Source: an optimization exercise on an open RTL-to-GDS flow (aim: small area, a short achievable clock period and few clock cycles). Production flows keep margins and buffers that such runs may drop. At most, simulation tests tie the RTL to the original design; equivalence was not proved.

## sw_align_top
module sw_align_top (
    input  wire                 i_clk,
    input  wire                 i_rst,
    input  wire                 i_start,
    input  wire sw_pkg::query_t i_query,
    input  wire                 i_sym_req,
    input  wire sw_pkg::base_t  i_sym,
    input  wire                 i_sym_last,
    output logic                o_sym_ack,
    output logic                o_busy,
    output logic                o_done,
    output sw_pkg::score_t      o_max_score,
    output sw_pkg::pos_t        o_max_row,
    output sw_pkg::col_t        o_max_col
);
Size: about 2300 cells after synthesis, roughly 200 flip-flops, about 71 I/O pins, ~0.015 mm² of cells after synthesis.
export LEC_CHECK = 0
export ABC_AREA = 1
export CAP_MARGIN = 20
export CORE_MARGIN = 2
export CORE_UTILIZATION = 40
export SLEW_MARGIN = 20
create_clock -name core_clock -period 10.0 [get_ports {i_clk}]
standard.sh (not shown) runs the stock make flow with config.mk's settings and CLKGATE_MAP_FILE= SYNTH_SCRIPT=/design/flow/synth_recipe.tcl, a recipe that flattens the netlist after the stock synthesis.
==> flow/flow/run.sh <==
#!/bin/bash
# Standard ORFS layout with these changes, none of which touches the design or
# its constraints:
#  - synthesis leaves adders to ABC instead of extracting them into half/full
#    adder cells (ADDER_MAP_FILE empty), so ABC can optimise the small
#    constant adders and comparators of this design;
#  - ABC restructures and maps for area only (a copy of ORFS's scripts
#    folder whose abc_area.script runs &deepsyn for 60 s, then
#    "dch; map -a; topo"), leaving sizing and buffering to OpenROAD's
#    timing repair;
#  - the port buffers are buf_2 cells instead of the delay buffer that
#    buffer_ports picks by default;
#  - timing repair aims at the margin given below.
# make's output goes to make_finish.log; each ORFS step logs to orfs/logs/.
set -euo pipefail
cd "$(dirname "$0")/.."
rm -rf scripts_abc
cp -r "$FLOW_HOME/scripts" scripts_abc
printf 'strash\n&get -n\n&deepsyn -T 60\n&put\ndch\nmap -a\ntopo\n' > scripts_abc/abc_area.script
bash standard.sh ADDER_MAP_FILE= "SCRIPTS_DIR=$PWD/scripts_abc" \
    "BUFFER_PORTS_ARGS=-buffer_cell sky130_fd_sc_hd__buf_2" \
    SETUP_SLACK_MARGIN=6.5 finish > make_finish.log 2>&1
The first run completed with no timing, DRC or antenna violations.
Testbench counts at the start, summed over its fixed seeds: cycles 102,964.
Next try:
==> flow/flow/run.sh (replaced) <==
#!/bin/bash
# Standard ORFS layout with these changes, none of which touches the design or
# its constraints:
#  - synthesis leaves adders to ABC instead of extracting them into half/full
#    adder cells (ADDER_MAP_FILE empty), so ABC can optimise the small
#    constant adders and comparators of this design;
#  - ABC maps for area only (a copy of ORFS's scripts folder whose
#    abc_area.script is "strash; dch; map -a; topo"), leaving sizing and
#    buffering to OpenROAD's timing repair;
#  - the port buffers are buf_2 cells instead of the delay buffer that
#    buffer_ports picks by default;
#  - timing repair aims at the margin given below.
# make's output goes to make_finish.log; each ORFS step logs to orfs/logs/.
set -euo pipefail
cd "$(dirname "$0")/.."
rm -rf scripts_abc
cp -r "$FLOW_HOME/scripts" scripts_abc
printf 'strash\ndch\nmap -a\ntopo\n' > scripts_abc/abc_area.script
bash standard.sh ADDER_MAP_FILE= "SCRIPTS_DIR=$PWD/scripts_abc" \
    "BUFFER_PORTS_ARGS=-buffer_cell sky130_fd_sc_hd__buf_2" \
    SETUP_SLACK_MARGIN=6.5 finish > make_finish.log 2>&1
After rerunning: Via count rises by a quarter to a third; global-route usage rises by 1.2 points; area after synthesis rises by about a fifth; hold slack improves by 0.0066 ns; synthesized cell count rises by a quarter to a third; final area rises by a quarter to a third.
Next try:
==> flow/flow/run.sh (replaced) <==
#!/bin/bash
# Standard ORFS layout with these changes, none of which touches the design or
# its constraints:
#  - synthesis leaves adders to ABC instead of extracting them into half/full
#    adder cells (ADDER_MAP_FILE empty), so ABC can optimise the small
#    constant adders and comparators of this design;
#  - ABC restructures and maps for area only (a copy of ORFS's scripts
#    folder whose abc_area.script runs &deepsyn for 60 s, then ORFS's
#    own area script: "dch; map -B 0.9; topo; stime; buffer; upsize;
#    dnsize");
#  - the port buffers are buf_2 cells instead of the delay buffer that
#    buffer_ports picks by default;
#  - timing repair aims at the margin given below.
# make's output goes to make_finish.log; each ORFS step logs to orfs/logs/.
set -euo pipefail
cd "$(dirname "$0")/.."
rm -rf scripts_abc
cp -r "$FLOW_HOME/scripts" scripts_abc
printf 'strash\n&get -n\n&deepsyn -T 60\n&put\ndch\nmap -B 0.9\ntopo\nstime -c\nbuffer -c\nupsize -c\ndnsize -c\n' > scripts_abc/abc_area.script
bash standard.sh ADDER_MAP_FILE= "SCRIPTS_DIR=$PWD/scripts_abc" \
    "BUFFER_PORTS_ARGS=-buffer_cell sky130_fd_sc_hd__buf_2" \
    SETUP_SLACK_MARGIN=6.0 finish > make_finish.log 2>&1
Sequential share of layout area rose by 5.3 points; wire length fell by roughly a tenth; core utilization fell by 11 points; setup slack gets better by 0.58 ns; count of clock-buffer cells in the layout rose by 1.

---

sw_align_top, a different RTL version from the one above (not shown whole).
Size in the first run: about 2500 cells after synthesis, roughly 200 flip-flops, ~16000 sq um of cells after synthesis.
==> flow/config.mk <==
export PLATFORM = sky130hd
export DESIGN_NAME = sw_align_top
export DESIGN_NICKNAME = sw_align_top
export VERILOG_FILES = /design/flow/design.v
export SDC_FILE = /design/flow/constraint.sdc
export NUM_CORES = 4
export LEC_CHECK = 0
export ABC_AREA = 1
export CAP_MARGIN = 20
export CORE_MARGIN = 2
export CORE_UTILIZATION = 40
export SLEW_MARGIN = 20
==> flow/constraint.sdc <==
create_clock -name core_clock -period 10.0 [get_ports {i_clk}]
set_input_delay 2.0000 -clock core_clock [delete_from_list [all_inputs] [get_ports {i_clk}]]
set_output_delay 2.0000 -clock core_clock [all_outputs]
set_load 0.01 [all_outputs]
==> flow/flow/run.sh <==
#!/bin/bash
# Standard ORFS layout with these changes, none of which touches the design or
# its constraints:
#  - synthesis leaves adders to ABC instead of extracting them into half/full
#    adder cells (ADDER_MAP_FILE empty), so ABC can optimise the small
#    constant adders and comparators of this design;
#  - ABC restructures and maps for area only (a copy of ORFS's scripts
#    folder whose abc_area.script runs &deepsyn for 60 s, then ORFS's
#    own area script: "dch; map -B 0.9; topo; stime; buffer; upsize;
#    dnsize");
#  - the port buffers are buf_2 cells instead of the delay buffer that
#    buffer_ports picks by default;
#  - timing repair aims at the margin given below.
# make's output goes to make_finish.log; each ORFS step logs to orfs/logs/.
set -euo pipefail
cd "$(dirname "$0")/.."
rm -rf scripts_abc
cp -r "$FLOW_HOME/scripts" scripts_abc
printf 'strash\n&get -n\n&deepsyn -T 60\n&put\ndch\nmap -B 0.9\ntopo\nstime -c\nbuffer -c\nupsize -c\ndnsize -c\n' > scripts_abc/abc_area.script
bash standard.sh ADDER_MAP_FILE= "SCRIPTS_DIR=$PWD/scripts_abc" \
    "BUFFER_PORTS_ARGS=-buffer_cell sky130_fd_sc_hd__buf_2" \
    SETUP_SLACK_MARGIN=6.5 finish > make_finish.log 2>&1
The starting point finished with timing, DRC and antenna clean.
Change:
==> flow/flow/run.sh (replaced) <==
#!/bin/bash
# Standard ORFS layout with three changes, none of which touches the design or
# its constraints:
#  - synthesis leaves adders to ABC instead of extracting them into half/full
#    adder cells (ADDER_MAP_FILE empty), so ABC can optimise the small
#    constant adders and comparators of this design;
#  - the port buffers are buf_2 cells instead of the delay buffer that
#    buffer_ports picks by default;
#  - timing repair aims at the margin given below.
set -euo pipefail
cd "$(dirname "$0")/.."
bash standard.sh ADDER_MAP_FILE= "BUFFER_PORTS_ARGS=-buffer_cell sky130_fd_sc_hd__buf_2" \
    SETUP_SLACK_MARGIN=5 finish > make_finish.log 2>&1
- The new run passed the timing, DRC and antenna checks
- global-route usage went up by 0.60 points
- design area went up by about a fifth
- die area went up by about a fifth
- final cell count went up by a quarter to a third
- core utilization went down by 2.6 points
Change:
--- a/flow/flow/run.sh
+++ b/flow/flow/run.sh
@@ -2 +2 @@
-# Standard ORFS layout with three changes, none of which touches the design or
+# Standard ORFS layout with these changes, none of which touches the design or
@@ -6,0 +7,4 @@
+#  - ABC restructures and maps for area (a copy of ORFS's scripts
+#    folder whose abc_area.script runs &deepsyn for 60 s, then a
+#    mapping script like ORFS's area one: "dch; map -B 0.9; topo; stime; buffer; upsize;
+#    dnsize");
@@ -9,0 +14 @@
+# make's output goes to make_finish.log; each ORFS step logs to orfs/logs/.
@@ -12,2 +17,6 @@
-bash standard.sh ADDER_MAP_FILE= "BUFFER_PORTS_ARGS=-buffer_cell sky130_fd_sc_hd__buf_2" \
-    SETUP_SLACK_MARGIN=5 finish > make_finish.log 2>&1
+rm -rf scripts_abc
+cp -r "$FLOW_HOME/scripts" scripts_abc
+printf 'strash\n&get -n\n&deepsyn -T 60\n&put\ndch\nmap -B 0.9\ntopo\nstime -c\nbuffer -c\nupsize -c\ndnsize -c\n' > scripts_abc/abc_area.script
+bash standard.sh ADDER_MAP_FILE= "SCRIPTS_DIR=$PWD/scripts_abc" \
+    "BUFFER_PORTS_ARGS=-buffer_cell sky130_fd_sc_hd__buf_2" \
+    SETUP_SLACK_MARGIN=7.0 finish > make_finish.log 2>&1
Result:
- count of clock-buffer cells in the layout went down by 1
- utilization went up by 6.2 points
- critical path depth went up by 2
- area after synthesis went down by about a fifth
- design area went down by a few percent
- setup slack is better by 1.0 ns
- die area went down by about a fifth
- global-route usage went up by 0.53 points
- worst hold slack stays flat
- register-to-register slack is better by 1.0 ns
No run of this note included a check of the RTL's function; only the layout flow was run.

---

== run 1 ==
sw_align_top with an RTL version that a note above also has.
Size: ~3,500 cells after synthesis, about 200 flip-flops, ~71 I/O pins, about 0.020 sq mm of cells after synthesis.
// sw_align_top
module sw_align_top (
    input  wire                 i_clk,
    input  wire                 i_rst,
    input  wire                 i_start,
    input  wire sw_pkg::query_t i_query,
    input  wire                 i_sym_req,
    input  wire sw_pkg::base_t  i_sym,
    input  wire                 i_sym_last,
    output logic                o_sym_ack,
    output logic                o_busy,
    output logic                o_done,
    output sw_pkg::score_t      o_max_score,
    output sw_pkg::pos_t        o_max_row,
    output sw_pkg::col_t        o_max_col
);
clock: 10.0 ns
lec_check: 0
abc_area: 1
cap_margin: 20
core_margin: 2
core_utilization: 40
slew_margin: 20
==> flow/flow/run.sh <==
#!/bin/bash
# Standard ORFS layout with three changes, none of which touches the design or
# its constraints:
#  - synthesis leaves adders to ABC instead of extracting them into half/full
#    adder cells (ADDER_MAP_FILE empty), so ABC can optimise the small
#    constant adders and comparators of this design;
#  - the port buffers are buf_2 cells instead of the delay buffer that
#    buffer_ports picks by default;
#  - timing repair aims at the margin given below.
set -euo pipefail
cd "$(dirname "$0")/.."
bash standard.sh ADDER_MAP_FILE= "BUFFER_PORTS_ARGS=-buffer_cell sky130_fd_sc_hd__buf_2" \
    SETUP_SLACK_MARGIN=7.0 finish > make_finish.log 2>&1
Run 1 finished all stages; the layout is clean.
Testbench counts of run 1, summed over its fixed seeds: cycles 102,964.
### run 1 -> run 2
diff --git a/flow/flow/run.sh b/flow/flow/run.sh
--- a/flow/flow/run.sh
+++ b/flow/flow/run.sh
@@ -2 +2 @@
-# Standard ORFS layout with three changes, none of which touches the design or
+# Standard ORFS layout with these changes, none of which touches the design or
@@ -6,0 +7,4 @@
+#  - ABC restructures and maps for area only (a copy of ORFS's scripts
+#    folder whose abc_area.script runs &deepsyn for 60 s, then ORFS's
+#    own area script: "dch; map -B 0.9; topo; stime; buffer; upsize;
+#    dnsize");
@@ -9,0 +14 @@
+# make's output goes to make_finish.log; each ORFS step logs to orfs/logs/.
@@ -12,2 +17,6 @@
-bash standard.sh ADDER_MAP_FILE= "BUFFER_PORTS_ARGS=-buffer_cell sky130_fd_sc_hd__buf_2" \
-    SETUP_SLACK_MARGIN=7.0 finish > make_finish.log 2>&1
+rm -rf scripts_abc
+cp -r "$FLOW_HOME/scripts" scripts_abc
+printf 'strash\n&get -n\n&deepsyn -T 60\n&put\ndch\nmap -B 0.9\ntopo\nstime -c\nbuffer -c\nupsize -c\ndnsize -c\n' > scripts_abc/abc_area.script
+bash standard.sh ADDER_MAP_FILE= "SCRIPTS_DIR=$PWD/scripts_abc" \
+    "BUFFER_PORTS_ARGS=-buffer_cell sky130_fd_sc_hd__buf_2" \
+    SETUP_SLACK_MARGIN=6.5 finish > make_finish.log 2>&1
==> comparison <==
- Run 2 against run 1: logic depth of the worst setup path including buffers now smaller, utilization of the core after routing now smaller.
- Comparing layout overhead on the synthesized area for run 1 and run 2, the bigger number came from run 1.
#### Input delta (run 3 over run 2)
diff --git a/flow/flow/run.sh b/flow/flow/run.sh
--- a/flow/flow/run.sh
+++ b/flow/flow/run.sh
@@ -22 +22 @@
-    SETUP_SLACK_MARGIN=6.5 finish > make_finish.log 2>&1
+    SETUP_SLACK_MARGIN=7.0 finish > make_finish.log 2>&1
### Flow results
- Run 3 went all the way through synthesis, placement and routing and the layout is clean on timing, DRC and antenna.
- Via count normalized by instance count delta (run 2 -> run 3): insignificant
- | number of cells in the finished layout apart from fillers | run 3 vs run 2 | 68 higher |
- In terms of starting utilization of the core area, run 3 and run 2 differ only marginally.
- On run 3: detailed-route wire length is about 2.5% higher than what run 2 gave.
- Transition time at the pin with the least slew margin, run 3 and run 2, lower one = run 3.
Relative to run 3, the following input files were edited for run 4:
==> flow/flow/run.sh <==
#!/bin/bash
# Standard ORFS layout with three changes, none of which touches the design or
# its constraints:
#  - synthesis leaves adders to ABC instead of extracting them into half/full
#    adder cells (ADDER_MAP_FILE empty), so ABC can optimise the small
#    constant adders and comparators of this design;
#  - the port buffers are buf_2 cells instead of the delay buffer that
#    buffer_ports picks by default;
#  - timing repair aims at the margin given below.
set -euo pipefail
cd "$(dirname "$0")/.."
bash standard.sh ADDER_MAP_FILE= "BUFFER_PORTS_ARGS=-buffer_cell sky130_fd_sc_hd__buf_2" \
    SETUP_SLACK_MARGIN=6.5 finish > make_finish.log 2>&1
### Flow results
Area: run 4 vs run 3 -> run 4 larger. Delta (run 4 minus run 3): number of flops mapped to enable cells by yosys stayed essentially flat; count of clock-buffer cells in the layout stayed essentially flat. Per the comparison of run 4 with run 3, final setup slack of the worst path dropped 0.32 ns; ratio of final minimum period to clock period +3.2 points. Higher overall global routing resource usage goes to run 3 over run 4.

afterwards: timing with drivers on the ports:
The results above use ideal ports. As a check the final layouts listed here were re-extracted and re-timed, cells and wires unchanged.
Step 1: set_driving_cell puts a clkbuf_16 on i_clk and a buf_2 on each other input, an assumption about the parent block.
Step 2 moves the port delays by t, midway between the first and last clock arrival at a register: inputs arrive t later, outputs are due t later. That takes back most of the time a late clock gives input paths.
Three values: ideal, step 1, step 2; two values: the first two.
run | t, ns | slack for setup (ns) | slew at the worst register clock pin (ns)
the first run of note 1 | 0.525 | 6.048 / 6.048 / 6.048 | 0.09 / 0.09
the second run of note 1 | 0.560 | 5.712 / 5.712 / 5.712 | 0.09 / 0.09
the third run of note 1 | 0.558 | 6.289 / 6.227 / 6.336 | 0.08 / 0.08
the first run of note 2 | 0.516 | 6.562 / 6.505 / 6.622 | 0.08 / 0.08
the second run of note 2 | 0.550 | 5.464 / 5.464 / 5.464 | 0.10 / 0.10
the third run of note 2 | 0.534 | 6.471 / 6.471 / 6.471 | 0.09 / 0.09
run 1 | 0.558 | 6.739 / 6.739 / 6.739 | 0.09 / 0.09
run 2 | 0.560 | 6.631 / 6.571 / 6.689 | 0.08 / 0.08
run 3 | 0.559 | 6.934 / 6.875 / 7.103 | 0.08 / 0.08
run 4 | 0.550 | 6.610 / 6.548 / 6.660 | 0.08 / 0.08
After both steps setup and hold are still met in every run listed.
